Source: an optimization exercise on an open RTL-to-GDS flow (aim: a short achievable clock period and few clock cycles). Production flows keep margins and buffers that such runs may drop. Where RTL was checked, it was by simulation tests only, not by an equivalence proof against the original. Power is estimated from default activity; no workload was simulated.

raven:
Design mips_core, start of the top module:
module mips_core (
	input  logic        clk,
	input  logic        rst,
	output logic [31:0] pc,
	input  logic [31:0] instr,
	output logic        memwrite,
	output logic [31:0] memaddr,
	output logic [31:0] memwritedata,
	input  logic [31:0] memreaddata
);
clock: 9.0 ns
lec_check: 0
cap_margin: 20
core_margin: 2
core_utilization: 60
setup_slack_margin: 5
slew_margin: 20
tns_end_percent: 100
run.sh (not shown) runs the stock make flow with config.mk's settings and CLKGATE_MAP_FILE= SYNTH_SCRIPT=/design/flow/synth_recipe.tcl, a recipe that flattens the netlist after the stock synthesis.
Testbench counts of raven, summed over its fixed seeds: cycles 26,129.
The following lists how sierra was set up differently from raven:
Settings: SETUP_SLACK_MARGIN removed (was 5); TNS_END_PERCENT removed (was 100).
==> flow/flow/run.sh (new file) <==
#!/bin/bash
set -euo pipefail
bash standard.sh SETUP_SLACK_MARGIN=7 TNS_END_PERCENT=100 finish > standard.log 2>&1
==> flow/standard.sh (new file) <==
#!/bin/bash
# synth_recipe.tcl (not shown) runs the flow's synth.tcl, then flattens the netlist and writes it again
# the make line also repeats each setting of config.mk as NAME=value (left out here)
make -C /OpenROAD-flow-scripts/flow DESIGN_CONFIG=/design/flow/config.mk WORK_HOME=/design/flow/orfs CLKGATE_MAP_FILE= SYNTH_SCRIPT=/design/flow/synth_recipe.tcl "${@:-finish}"
removed: flow/run.sh
Cell depth of the worst min-delay path ended up 2 higher on sierra than on raven.
In the tables for sierra and raven, critical path data arrival time reads higher with raven.
On worst setup slack, sierra does better than raven.
In sierra relative to raven, via density per instance had gone up by a few percent.
Where total design power is concerned, raven is better than sierra.
Combinational group share of total power is lower on raven

========
## try-tundra
Another version of the RTL of mips_core (not shown whole).
Size: roughly 4100 cells after synthesis, about 1400 flip-flops, ~0.065 mm2 of cells after synthesis.
clock: 9.0 ns
lec_check: 0
abc_clock_period_in_ps: 3000
cap_margin: 20
core_margin: 2
core_utilization: 40
setup_slack_margin: 5
slew_margin: 20
Stock flow here: none of the scripts above is used.
try-tundra went all the way through synthesis, placement and routing and the layout is clean on timing, DRC and antenna.
Testbench counts of try-tundra, summed over its fixed seeds: cycles 26,897.
Edits applied to the flow inputs when going from try-tundra to try-garnet:
# try-tundra
export LEC_CHECK = 0
export ABC_CLOCK_PERIOD_IN_PS = 3000
export CAP_MARGIN = 20
export CORE_MARGIN = 2
export CORE_UTILIZATION = 40
export SETUP_SLACK_MARGIN = 5
export SLEW_MARGIN = 20
create_clock -name core_clock -period 9.0 [get_ports {clk}]
# try-garnet
export LEC_CHECK = 0
export ABC_CLOCK_PERIOD_IN_PS = 1000
export CAP_MARGIN = 20
export CORE_MARGIN = 2
export CORE_UTILIZATION = 40
export SETUP_SLACK_MARGIN = 5
export SLEW_MARGIN = 20
export TNS_END_PERCENT = 100
create_clock -name core_clock -period 9.0 [get_ports {clk}]
As far as routed wire length goes, try-garnet and try-tundra are indistinguishable; the numbers are identical. Fraction of met3 tracks used by global routing came out exactly the same in try-garnet and try-tundra. There was hardly any difference in overall fraction of global-route tracks in use between try-garnet and try-tundra. Diff try-garnet..try-tundra | number of port buffers | negligible. Comparing try-tundra against try-garnet, there is no change at all in clock-buffer cell count. Slack of the critical path came out exactly the same in try-garnet and try-tundra. Between try-garnet and try-tundra, the difference in power is negligible. Re adder-cell share of the synthesized area: no difference whatsoever between try-garnet and try-tundra. From try-garnet to try-tundra, first-pass GRT wire length did not move at all.
Input changes introduced in try-harbor (baseline for comparison: try-garnet):
# try-garnet
export LEC_CHECK = 0
export ABC_CLOCK_PERIOD_IN_PS = 1000
export CAP_MARGIN = 20
export CORE_MARGIN = 2
export CORE_UTILIZATION = 40
export SETUP_SLACK_MARGIN = 5
export SLEW_MARGIN = 20
export TNS_END_PERCENT = 100
create_clock -name core_clock -period 9.0 [get_ports {clk}]
# try-harbor
export LEC_CHECK = 0
export CAP_MARGIN = 20
export CORE_MARGIN = 2
export CORE_UTILIZATION = 40
export SLEW_MARGIN = 20
create_clock -name core_clock -period 9.0 [get_ports {clk}]
### Flow results
- The core utilization of try-harbor falls short of that of try-garnet by 1.4 points.
- Looking at placed wire-length estimate, try-harbor sits below try-garnet.
- Relative contribution of sequential cells to total power: try-harbor vs try-garnet up 0.5 points
- Looking at final worst-path cycle share across try-harbor and try-garnet, the one that comes out higher is try-harbor.
- Post-placement worst setup slack in try-harbor vs try-garnet: down 0.40 ns
- The run showing the smaller final cell count without fillers is try-harbor.
- Of try-harbor and try-garnet, the run reporting the lower highest net fanout along the worst path was try-garnet.
- Against try-garnet, try-harbor comes in about 3% lower on total of clock buffers placed in the layout.
- Comparing post-CTS setup buffer count for try-harbor and try-garnet, the bigger number came from try-garnet.

========
Another version of the RTL of mips_core (not shown whole).
Size in the first run: about 160 I/O pins, ~63000 um2 of cells after synthesis.
Settings: LEC_CHECK=0, CAP_MARGIN=20, CORE_MARGIN=2, CORE_UTILIZATION=60, SETUP_SLACK_MARGIN=5, SLEW_MARGIN=20, TNS_END_PERCENT=100; clock period 9.0 ns.
The first run finished clean.
==> next run, changes <==
- CORE_UTILIZATION: 60 -> 40
- TNS_END_PERCENT: 100 -> unset
Clock-buffer cell count is lower by 2.
Die area climbs by 49%.
Sequential power decreases by about 2%.
Via count came out lower by 3.0%.
Design area increases by 1.6%.
Final cell count climbs by 12%.
Worst setup slack gets worse by 0.14 ns.
No functional check of the RTL was part of any run of this note.

========
Setup of job 2494:
Another version of the RTL of mips_core (not shown whole).
Size in the first run: about 5800 cells after synthesis, ~160 I/O pins, roughly 72000 um2 of cells after synthesis.
==> flow/config.mk <==
export PLATFORM = sky130hd
export DESIGN_NAME = mips_core
export DESIGN_NICKNAME = mips_core
export VERILOG_FILES = /design/flow/design.v
export SDC_FILE = /design/flow/constraint.sdc
export NUM_CORES = 4
export LEC_CHECK = 0
export CAP_MARGIN = 20
export CORE_MARGIN = 2
export CORE_UTILIZATION = 60
export SLEW_MARGIN = 20
export SYNTH_HIERARCHICAL = 1
export SYNTH_MINIMUM_KEEP_SIZE = 0
==> flow/constraint.sdc <==
create_clock -name core_clock -period 9.0 [get_ports {clk}]
set_input_delay 1.8000 -clock core_clock [delete_from_list [all_inputs] [get_ports {clk}]]
set_output_delay 1.8000 -clock core_clock [all_outputs]
set_load 0.01 [all_outputs]
standard.sh (not shown) runs the stock make flow with config.mk's settings and CLKGATE_MAP_FILE= SYNTH_SCRIPT=/design/flow/synth_recipe.tcl, a recipe that flattens the netlist after the stock synthesis.
==> flow/flow/run.sh <==
#!/bin/bash
set -euo pipefail
bash standard.sh SETUP_SLACK_MARGIN=7 TNS_END_PERCENT=100 finish > standard.log 2>&1
Testbench counts of job 2494, summed over its fixed seeds: cycles 26,129.
### job 2494 -> job 7746
==> flow/flow/run.sh <==
#!/bin/bash
set -euo pipefail
bash standard.sh SETUP_SLACK_MARGIN=6 TNS_END_PERCENT=100 finish > standard.log 2>&1
--- outcome ---
Lower maximum frequency was reported by job 2494, not job 7746. Design area sits lower in job 7746 than in job 2494. When job 7746 is measured against job 2494, its cell count turns out 264 lower. Relative to job 2494, clock power has increased by about 3.7% in job 7746. Hold slack for job 7746: 55 ps down relative to job 2494. Final worst setup slack ends up higher on job 7746.
--- input diff job 7746..job 6266 ---
diff --git a/flow/config.mk b/flow/config.mk
--- a/flow/config.mk
+++ b/flow/config.mk
@@ -8,5 +8,5 @@
 export CAP_MARGIN = 20
 export CORE_MARGIN = 2
-export CORE_UTILIZATION = 60
+export CORE_UTILIZATION = 50
 export SLEW_MARGIN = 20
 export SYNTH_HIERARCHICAL = 1
==> notes.md <==
- Across job 7746 and job 6266, the outcome is the same: a clean finish for every run.
- For the met2 track utilization from global routing, job 6266 came in 8.4 points lower than job 7746 did.
- Compared with job 7746, job 6266 shows a higher area added between synthesis and finish.
- Comparing job 7746 and job 6266, global-route wire length before repair is lower on job 7746.
- Of the two candidates, job 7746 has the better die area and job 6266 the worse one.
- Reported for job 7746 and job 6266, number of maximum-capacitance violations turned out identical to the last digit.
- Post-placement setup slack for job 6266: 440 ps down relative to job 7746
- Summary of job 6266 over job 7746: via density per instance decreased 0.15, clock power increased about 2%.
- Job 6266 ended with more final instance area than job 7746.
- Job 6266 vs job 7746: well-tap cell count up by more than 10%

========
mips_core, a different RTL version from the one above (not shown whole).
For scale: roughly 5200 cells after synthesis, about 1400 flip-flops, roughly 160 I/O pins.
==> flow/design.v (excerpt) <==
module mips_core (
	input  logic        clk,
	input  logic        rst,
	output logic [31:0] pc,
	input  logic [31:0] instr,
	output logic        memwrite,
	output logic [31:0] memaddr,
	output logic [31:0] memwritedata,
	input  logic [31:0] memreaddata
);
	logic        ex_br;         
	logic        ex_nk;         
	logic        ex_pred;
	logic [31:0] ex_pc4;        
	logic [15:0] ex_off;        
	logic        ex_load;
	logic        ex_store;
	logic [4:0]  ex_dst;
	logic        ex_sub;        
	logic        ex_op_and;
	logic        ex_op_or;
	logic        ex_op_slt;
	logic        ex_op_add;     
	logic [31:0] ex_a;          
	logic [31:0] ex_b;          
	logic [31:0] ex_bn;         
	logic        ex_sb_mp, ex_sb_mn, ex_sb_rp, ex_sb_rn;
	logic [31:0] ex_sd;         
	logic        ex_sa_mem, ex_ss_mem;   
	logic        ex_kill;       
	logic [31:0] mem_res;
	logic [31:0] mem_res_n;     
	logic [31:0] mem_sd;
	logic        mem_store;
	logic        mem_load;
	logic [4:0]  mem_dst;
	logic [31:0] wb_val;
	logic [4:0]  wb_dst;
	logic        stall;
	logic        mispredict;
	logic [31:0] pc4;
	logic [5:0]  f_op;
	logic        f_j;
	logic        f_br;
	logic        f_bpred;
	logic [7:0]  f_lo;
	logic        f_c;
	logic        f_short;       
	logic        f_take;        
	logic [31:0] f_jtarget;
	logic [21:0] pc_hi_inc;
	logic [21:0] pc_hi_dec;
	logic        f_use_bt;
	logic [31:0] f_other;
	logic [31:0] f_next;
	assign f_op = instr[31:26];
	assign f_j  = f_op == 6'b000010;
	assign f_br = f_op[5:1] == 5'b00010;
	assign f_bpred = (instr[25:21] == instr[20:16]) ? !f_op[0] : (instr[15] || f_op[0]);
	ks_add #(.W(30)) f_inc (
		.a    (pc[31:2]),
		.b    (30'd0),
		.cin  (1'b1),
		.s    (pc4[31:2]),
		.cout ()
	);
	assign pc4[1:0] = pc[1:0];
	ks_add #(.W(8)) f_add (
		.a    (pc[9:2]),
		.b    (instr[7:0]),
		.cin  (1'b1),
		.s    (f_lo),
		.cout (f_c)
	);
	ks_add #(.W(22)) f_hinc (
		.a    (pc[31:10]),
		.b    (22'd0),
		.cin  (1'b1),
		.s    (pc_hi_inc),
		.cout ()
	);
	ks_add #(.W(22)) f_dec (
		.a    (pc[31:10]),
		.b    (22'h3fffff),
		.cin  (1'b0),
		.s    (pc_hi_dec),
		.cout ()
	);
	assign f_short = (instr[15:7] == 9'h000) || (instr[15:7] == 9'h1ff);
	assign f_take  = f_bpred && f_short;
	assign f_jtarget = {pc4[31:28], instr[25:0], 2'b00};
	assign f_other  = f_j ? f_jtarget : pc4;
  ...
clock: 9.0 ns
lec_check: 0
cap_margin: 20
core_margin: 2
core_utilization: 60
slew_margin: 20
==> flow/flow/run.sh <==
#!/bin/bash
set -euo pipefail
bash standard.sh SETUP_SLACK_MARGIN=6 TNS_END_PERCENT=100 finish > standard.log 2>&1
Change:
- SYNTH_HIERARCHICAL: unset -> 1
- SYNTH_MINIMUM_KEEP_SIZE: unset -> 0
=> The new run finished with timing, DRC and antenna clean. Non-clock buffer count falls by 212. Utilization falls by 5.3 points. Wire length falls by about 1.5%. Register-to-register slack hardly moves. Count of clock-buffer cells in the layout rises by 22.
No functional check of the RTL was part of any run of this note.

[afterwards: timing with drivers on the ports]
How much do the figures lean on ideal ports? The routed layouts below were timed once more, with nothing changed but the port constraints.
Step 1 (the two cells are an assumption about what drives the block):
set clk [get_ports {clk}]
set_driving_cell -lib_cell sky130_fd_sc_hd__clkbuf_16 $clk
set_driving_cell -lib_cell sky130_fd_sc_hd__buf_2 [delete_from_list [all_inputs] $clk]
Step 2 also shifts input and output timing later by t, the mid clock arrival at the registers, as if the neighbouring blocks saw the same clock.
Three values: no drivers, after step 1, after step 2; two values: the first two.
| run | t (ns) | slack for setup (ns) | worst data-port slew with drivers (ns) |
|---|---|---|---|
| raven | 0.814 | 5.007 / 4.854 / 4.040 | 0.34 |
| sierra | 0.848 | 5.171 / 4.732 / 3.884 | 0.71 |
| try-tundra | 0.865 | 3.698 / 3.762 / 2.897 | 0.10 |
| try-garnet | 0.865 | 3.698 / 3.762 / 2.897 | 0.10 |
| try-harbor | 0.873 | 2.139 / 2.196 / 1.322 | 0.10 |
| the first run of note 3 | 0.817 | 4.760 / 4.760 / 4.063 | 0.08 |
| the second run of note 3 | 0.859 | 4.619 / 4.619 / 4.086 | 0.26 |
| job 2494 | 0.881 | 5.563 / 5.547 / 4.666 | 0.47 |
| job 7746 | 0.866 | 5.654 / 5.626 / 4.760 | 0.33 |
| job 6266 | 0.897 | 5.709 / 5.698 / 4.821 | 0.34 |
| the first run of note 5 | 0.868 | 5.010 / 5.047 / 4.179 | 0.37 |
| the second run of note 5 | 0.885 | 5.259 / 5.259 / 4.451 | 0.34 |
After both steps every run listed still meets setup and hold. For sierra, which loses most, drivers alone change the setup slack by -0.439 ns; drivers and shift together by -1.287 ns.
